This design comes from an exercise in tuning for small area, a short achievable clock period and few clock cycles on the open sky130 flow, not from production work.
In this exercise RTL edits were held to simulation tests only and were not proved equivalent to the original.
Power and IR drop assume default switching activity.

// tomasulo_core
module tomasulo_core #(parameter tag_width = 3)
(
	input logic clk,
	input logic reset,
	input logic [15:0] instr,
	input logic instr_is_new,
	input logic [15:0] curr_pc,
	output logic stall,
	output logic commit_valid,
	output logic [2:0] commit_reg,
	output logic [15:0] commit_value
);
assign stall = 1'b0;
logic [3:0] opcode;
logic [2:0] dr, sr1, sr2;
logic is_add, is_and, is_not, is_lea, writes;
assign opcode = instr[15:12];
assign dr = instr[11:9];
assign sr1 = instr[8:6];
assign sr2 = instr[2:0];
assign is_add = (opcode == 4'b0001);
assign is_and = (opcode == 4'b0101);
assign is_not = (opcode == 4'b1001);
assign is_lea = (opcode == 4'b1110);
assign writes = is_add | is_and | is_not | is_lea;
logic v2;
logic [2:0] d2;
logic f_and2, f_not2;
logic [15:0] a2, b2;
logic [15:0] res;
always_comb
begin
	if (f_and2)
		res = a2 & b2;
	else if (f_not2)
		res = ~a2;
	else
		res = a2 + b2;
end
logic [15:0] regs [8];
logic use_pc, use_imm;
logic [15:0] imm, early_a, early_b;
logic fwd_a, fwd_b;
assign use_pc = is_lea;
assign use_imm = is_lea | instr[5];
  ...
Size: about 890 cells after synthesis, ~190 flip-flops, roughly 56 I/O pins, about 9800 um2 of cells after synthesis.
==> flow/config.mk <==
export PLATFORM = sky130hd
export DESIGN_NAME = tomasulo_core
export DESIGN_NICKNAME = tomasulo_core
export VERILOG_FILES = /design/flow/design.v
export SDC_FILE = /design/flow/constraint.sdc
export NUM_CORES = 4
export LEC_CHECK = 0
export CAP_MARGIN = 20
export CORE_MARGIN = 2
export CORE_UTILIZATION = 75
export SETUP_SLACK_MARGIN = 2.7
export SLEW_MARGIN = 20
==> flow/constraint.sdc <==
create_clock -name core_clock -period 5.0 [get_ports {clk}]
set_input_delay 1.0000 -clock core_clock [delete_from_list [all_inputs] [get_ports {clk}]]
set_output_delay 1.0000 -clock core_clock [all_outputs]
set_load 0.01 [all_outputs]
standard.sh (not shown) runs the stock make flow with config.mk's settings and CLKGATE_MAP_FILE= SYNTH_SCRIPT=/design/flow/synth_recipe.tcl, a recipe that flattens the netlist after the stock synthesis.
==> flow/flow/run.sh <==
#!/bin/bash
# The standard layout with two changes: ports are buffered with buf_2 cells,
# and clock tree synthesis adds no dummy loads and uses clkbuf_8 buffers.
set -euo pipefail
bash standard.sh \
	"BUFFER_PORTS_ARGS=-buffer_cell sky130_fd_sc_hd__buf_2" \
	"CTS_ARGS=-sink_clustering_enable -repair_clock_nets -dont_use_dummy_load -buf_list sky130_fd_sc_hd__clkbuf_8" \
	finish > standard.log 2>&1
The starting point failed in global routing, error DPL-0033.
Testbench counts at the start, summed over its fixed seeds: cycles 4,814.
Rerun with:
CORE_UTILIZATION = 70   (was 75)
Result:
- With this change the flow produced a clean layout
- synthesized cell count stays the same
- area after synthesis does not change
Rerun with:
ABC_AREA = 1   (was not set)
Effect: Worst hold slack degrades by 0.027 ns; die area went up by 1.6%; sequential power went down by about 3%.
Rerun with:
==> flow/run.sh (new file) <==
#!/bin/bash
# synth_recipe.tcl (not shown) runs the flow's synth.tcl, then flattens the netlist and writes it again
# the make line also repeats each setting of config.mk as NAME=value (left out here)
make -C /OpenROAD-flow-scripts/flow DESIGN_CONFIG=/design/flow/config.mk WORK_HOME=/design/flow/orfs CLKGATE_MAP_FILE= SYNTH_SCRIPT=/design/flow/synth_recipe.tcl finish
CORE_UTILIZATION = 55   (was 70)
SETUP_SLACK_MARGIN = 2.6   (was 2.7)
removed: flow/flow/run.sh
removed: flow/standard.sh
Effect:
- The changed run went through all stages and came out clean
- non-clock buffer count went down by 1
- worst setup slack degrades by 0.11 ns
- die area went up by 26%
- routed wire length rose by 7.0%
- global-route usage falls by 6.2 points
- first-iteration DRC count drops by 40%
- sequential share of layout area went down by 3.0 points
- sequential power hardly moves
- flip-flop and latch count stays the same
- via count shrinks by 1.1%
- total power rose by 17%
Rerun with:
==> flow/flow/run.sh (new file) <==
#!/bin/bash
# The standard layout with two changes: ports are buffered with buf_2 cells,
# and clock tree synthesis adds no dummy loads and uses clkbuf_8 buffers.
set -euo pipefail
bash standard.sh \
	"BUFFER_PORTS_ARGS=-buffer_cell sky130_fd_sc_hd__buf_2" \
	"CTS_ARGS=-sink_clustering_enable -repair_clock_nets -dont_use_dummy_load -buf_list sky130_fd_sc_hd__clkbuf_8" \
	finish > standard.log 2>&1
==> flow/standard.sh (new file) <==
#!/bin/bash
# synth_recipe.tcl (not shown) runs the flow's synth.tcl, then flattens the netlist and writes it again
# the make line also repeats each setting of config.mk as NAME=value (left out here)
make -C /OpenROAD-flow-scripts/flow DESIGN_CONFIG=/design/flow/config.mk WORK_HOME=/design/flow/orfs CLKGATE_MAP_FILE= SYNTH_SCRIPT=/design/flow/synth_recipe.tcl "${@:-finish}"
ABC_AREA = not set   (was 1)
CORE_UTILIZATION = 65   (was 55)
SETUP_SLACK_MARGIN = 2.8   (was 2.6)
TNS_END_PERCENT = 50   (was not set)
removed: flow/run.sh
Effect: The new run finished clean; power came out lower by 7.3%; sequential power came out higher by about 3%; wire length came out lower by 6.7%; clock power came out lower by 45%; die area came out lower by 16%; sequential share of layout area came out higher by 1.9 points.
Rerun with:
==> flow/run.sh (new file) <==
#!/bin/bash
# synth_recipe.tcl (not shown) runs the flow's synth.tcl, then flattens the netlist and writes it again
# the make line also repeats each setting of config.mk as NAME=value (left out here)
make -C /OpenROAD-flow-scripts/flow DESIGN_CONFIG=/design/flow/config.mk WORK_HOME=/design/flow/orfs CLKGATE_MAP_FILE= SYNTH_SCRIPT=/design/flow/synth_recipe.tcl finish
CORE_UTILIZATION = 60   (was 65)
SETUP_SLACK_MARGIN = 3.0   (was 2.8)
TNS_END_PERCENT = not set   (was 50)
removed: flow/flow/run.sh
removed: flow/standard.sh
The changed run went through all stages and came out clean; synthesized area stays the same; setup slack stays flat; count of clock-buffer cells in the layout does not change; wire length is higher by 20%; flip-flop and latch count stays the same; clock power came out higher by 90%; non-clock buffer count grows by 78; final area rose by 18%; maximum frequency is about the same; global-route usage went up by 2.3 points.

* * *

== oak ==
Starting RTL as in the previous note.
clock: 5.0 ns
lec_check: 0
cap_margin: 5
core_margin: 2
core_utilization: 70
setup_slack_margin: 2.7
slew_margin: 5
==> flow/flow/run.sh <==
#!/bin/bash
# The standard layout with two changes: ports are buffered with buf_2 cells,
# and clock tree synthesis adds no dummy loads and uses clkbuf_8 buffers.
set -euo pipefail
bash standard.sh \
	"BUFFER_PORTS_ARGS=-buffer_cell sky130_fd_sc_hd__buf_2" \
	"CTS_ARGS=-sink_clustering_enable -repair_clock_nets -dont_use_dummy_load -buf_list sky130_fd_sc_hd__clkbuf_8" \
	finish > standard.log 2>&1
Testbench counts of oak, summed over its fixed seeds: cycles 4,814.
Setup changes, oak to pine
Settings: a change of SETUP_SLACK_MARGIN from 2.7 to 2.6; a change of CAP_MARGIN from 5 to 20; a change of SLEW_MARGIN from 5 to 20; an added ABC_AREA of 1; a change of CORE_UTILIZATION from 70 to 55.
==> flow/flow/run.sh <==
#!/bin/bash
# The standard layout with two changes: ports are buffered with buf_2 cells,
# and clock tree synthesis adds no dummy loads.
set -euo pipefail
bash standard.sh \
	"BUFFER_PORTS_ARGS=-buffer_cell sky130_fd_sc_hd__buf_2" \
	"CTS_ARGS=-sink_clustering_enable -repair_clock_nets -dont_use_dummy_load" \
	finish > standard.log 2>&1
## What came out
- pine against oak; count of inverters other than clock inverters in the layout is up by more than 100%.
- a211oi_1 as the slowest cell on the critical path was reported by oak, and nand3_1 by pine.
- Most common library cell in the layout ignoring fill and taps: nand2_1 -> pine, edfxtp_1 -> oak
- Comparing oak and pine, the higher cell area after layout was measured on pine.
- Compared with oak, pine shows a higher number of vias in the routed layout.
- oak → pine: total power density per cell area moved down; sequential portion of the cell area moved down; cell count moved up; register area level.
#### Input delta (birch over pine)
Settings: ABC_AREA removed (was 1); SETUP_SLACK_MARGIN changed from 2.6 to 2.5.
==> flow/run.sh (new file) <==
#!/bin/bash
# synth_recipe.tcl (not shown) runs the flow's synth.tcl, then flattens the netlist and writes it again
# the make line also repeats each setting of config.mk as NAME=value (left out here)
make -C /OpenROAD-flow-scripts/flow DESIGN_CONFIG=/design/flow/config.mk WORK_HOME=/design/flow/orfs CLKGATE_MAP_FILE= SYNTH_SCRIPT=/design/flow/synth_recipe.tcl finish
removed: flow/flow/run.sh
removed: flow/standard.sh
- Total power: birch above pine
- Compared with pine, clock network power in birch increased by more than 10%.
- Summary of birch over pine: wire length decreased about 2%, die height decreased about 0.8%, post-route non-filler standard cell count fell by 24%, worst hold margin went down, sum of routed wire segments on met1 has decreased.
- In birch, the final net count came out 383 below the value in pine.
- Of birch and pine, the run reporting the lower synthesized area was birch.
- Core utilization in birch vs pine: up 3.1 points
> inputs changed (birch -> maple)
Settings: a change of CORE_UTILIZATION from 55 to 70; an added GPL_ROUTABILITY_DRIVEN of 0; a change of SETUP_SLACK_MARGIN from 2.5 to 2.7.
==> flow/flow/run.sh (new file) <==
#!/bin/bash
# The standard layout with two changes: ports are buffered with buf_1 cells,
# and clock tree synthesis adds no dummy loads and uses clkbuf_8 buffers.
set -euo pipefail
bash standard.sh \
	"BUFFER_PORTS_ARGS=-buffer_cell sky130_fd_sc_hd__buf_1" \
	"CTS_ARGS=-sink_clustering_enable -repair_clock_nets -dont_use_dummy_load -buf_list sky130_fd_sc_hd__clkbuf_8" \
	finish > standard.log 2>&1
==> flow/standard.sh (new file) <==
#!/bin/bash
# synth_recipe.tcl (not shown) runs the flow's synth.tcl, then flattens the netlist and writes it again
# the make line also repeats each setting of config.mk as NAME=value (left out here)
make -C /OpenROAD-flow-scripts/flow DESIGN_CONFIG=/design/flow/config.mk WORK_HOME=/design/flow/orfs CLKGATE_MAP_FILE= SYNTH_SCRIPT=/design/flow/synth_recipe.tcl "${@:-finish}"
removed: flow/run.sh
[summary]
birch finished every stage and its layout cleared the timing, DRC and antenna checks.
Looking at the reports, maple completed the entire flow and the layout it produced met the timing, DRC and antenna checks.
maple vs birch on fill cell total of the finished layout: maple is the lower one.
On sequential cell area, birch and maple are neck and neck.
The final critical-path required period of maple is lower than that of birch.
maple vs birch, period utilization went down by 3.0 points.
Looking at capturing element of the worst setup path, the b2[13]$_DFF_P_ result is from birch; the b2[3]$_DFF_P_ one comes from maple.
Looking only at buffer count excluding the clock tree in the final layout, and setting everything else aside, the lower value of birch and maple goes to birch.
maple vs. birch: aggregate routed wire length stayed essentially flat, final core utilization has increased, tightest slew margin relative to the limit decreased by 17 points relative to the old numbers.
What cedar does differently from maple at the input level:
Settings: CORE_UTILIZATION changed from 70 to 55; TNS_END_PERCENT newly set to 5; GPL_ROUTABILITY_DRIVEN removed (was 0).
==> flow/flow/run.sh <==
#!/bin/bash
# The standard layout with two changes: ports are buffered with buf_2 cells,
# and clock tree synthesis adds no dummy loads and uses clkbuf_8 buffers.
set -euo pipefail
bash standard.sh \
	"BUFFER_PORTS_ARGS=-buffer_cell sky130_fd_sc_hd__buf_2" \
	"CTS_ARGS=-sink_clustering_enable -repair_clock_nets -dont_use_dummy_load -buf_list sky130_fd_sc_hd__clkbuf_8" \
	finish > standard.log 2>&1
Notes after the runs:
- Per the final summary, cedar finished and its layout is clean on timing, DRC and antenna.
- In the flow results for cedar and maple, the fraction of power consumed by the clock network is smaller on maple.
- The faster design of the two is maple; cedar tops out lower.
- Delta (cedar minus maple): path length in cells of the critical path has decreased, number of fillers in the final layout has increased, number of multi-input combinational cells in the layout has decreased, normalized max-slew margin has decreased, utilization has decreased.
- Summary — die boundary height, cedar relative to maple: higher, by about 12%.
- Tightest hold margin: cedar vs maple up 0.016 ns

## afterwards: timing with drivers on the ports
How much do the figures lean on ideal ports? The routed layouts below were timed once more, with nothing changed but the port constraints. Step 1: set_driving_cell puts a clkbuf_16 on clk and a buf_2 on each other input, an assumption about the parent block. Step 2 moves the port delays by t, midway between the first and last clock arrival at a register: inputs arrive t later, outputs are due t later. That takes back most of the time a late clock gives input paths. a / b / c = ideal ports / drivers / drivers and shift; a / b = the first two.
run | shift t [ns] | setup WS [ns] | hold slack, ns | worst setup path after step 2 | worst slew at a driven data input, ns
the second run of note 1 | 0.497 | 2.697 / 2.686 / 2.189 | 0.430 / 0.430 / 0.430 | input to register | 0.07
the third run of note 1 | 0.495 | 2.726 / 2.731 / 2.235 | 0.403 / 0.403 / 0.403 | input to register | 0.04
the fourth run of note 1 | 0.488 | 2.616 / 2.567 / 2.231 | 0.385 / 0.385 / 0.385 | input to register | 0.04
the fifth run of note 1 | 0.498 | 2.716 / 2.690 / 2.192 | 0.418 / 0.418 / 0.418 | input to register | 0.15
the sixth run of note 1 | 0.484 | 2.713 / 2.607 / 2.123 | 0.416 / 0.416 / 0.416 | input to register | 0.18
oak | 0.497 | 2.697 / 2.686 / 2.189 | 0.430 / 0.430 / 0.430 | input to register | 0.07
pine | 0.471 | 2.550 / 2.569 / 2.098 | 0.399 / 0.399 / 0.399 | input to register | 0.04
birch | 0.476 | 2.519 / 2.497 / 2.050 | 0.391 / 0.391 / 0.391 | input to register | 0.04
maple | 0.500 | 2.670 / 2.660 / 2.160 | 0.403 / 0.403 / 0.403 | input to register | 0.05
cedar | 0.493 | 2.542 / 2.545 / 2.051 | 0.418 / 0.418 / 0.418 | input to register | 0.05
After both steps setup and hold are still met in every run listed. For the sixth run of note 1, which loses most, drivers alone change the setup slack by -0.106 ns; drivers and shift together by -0.590 ns.
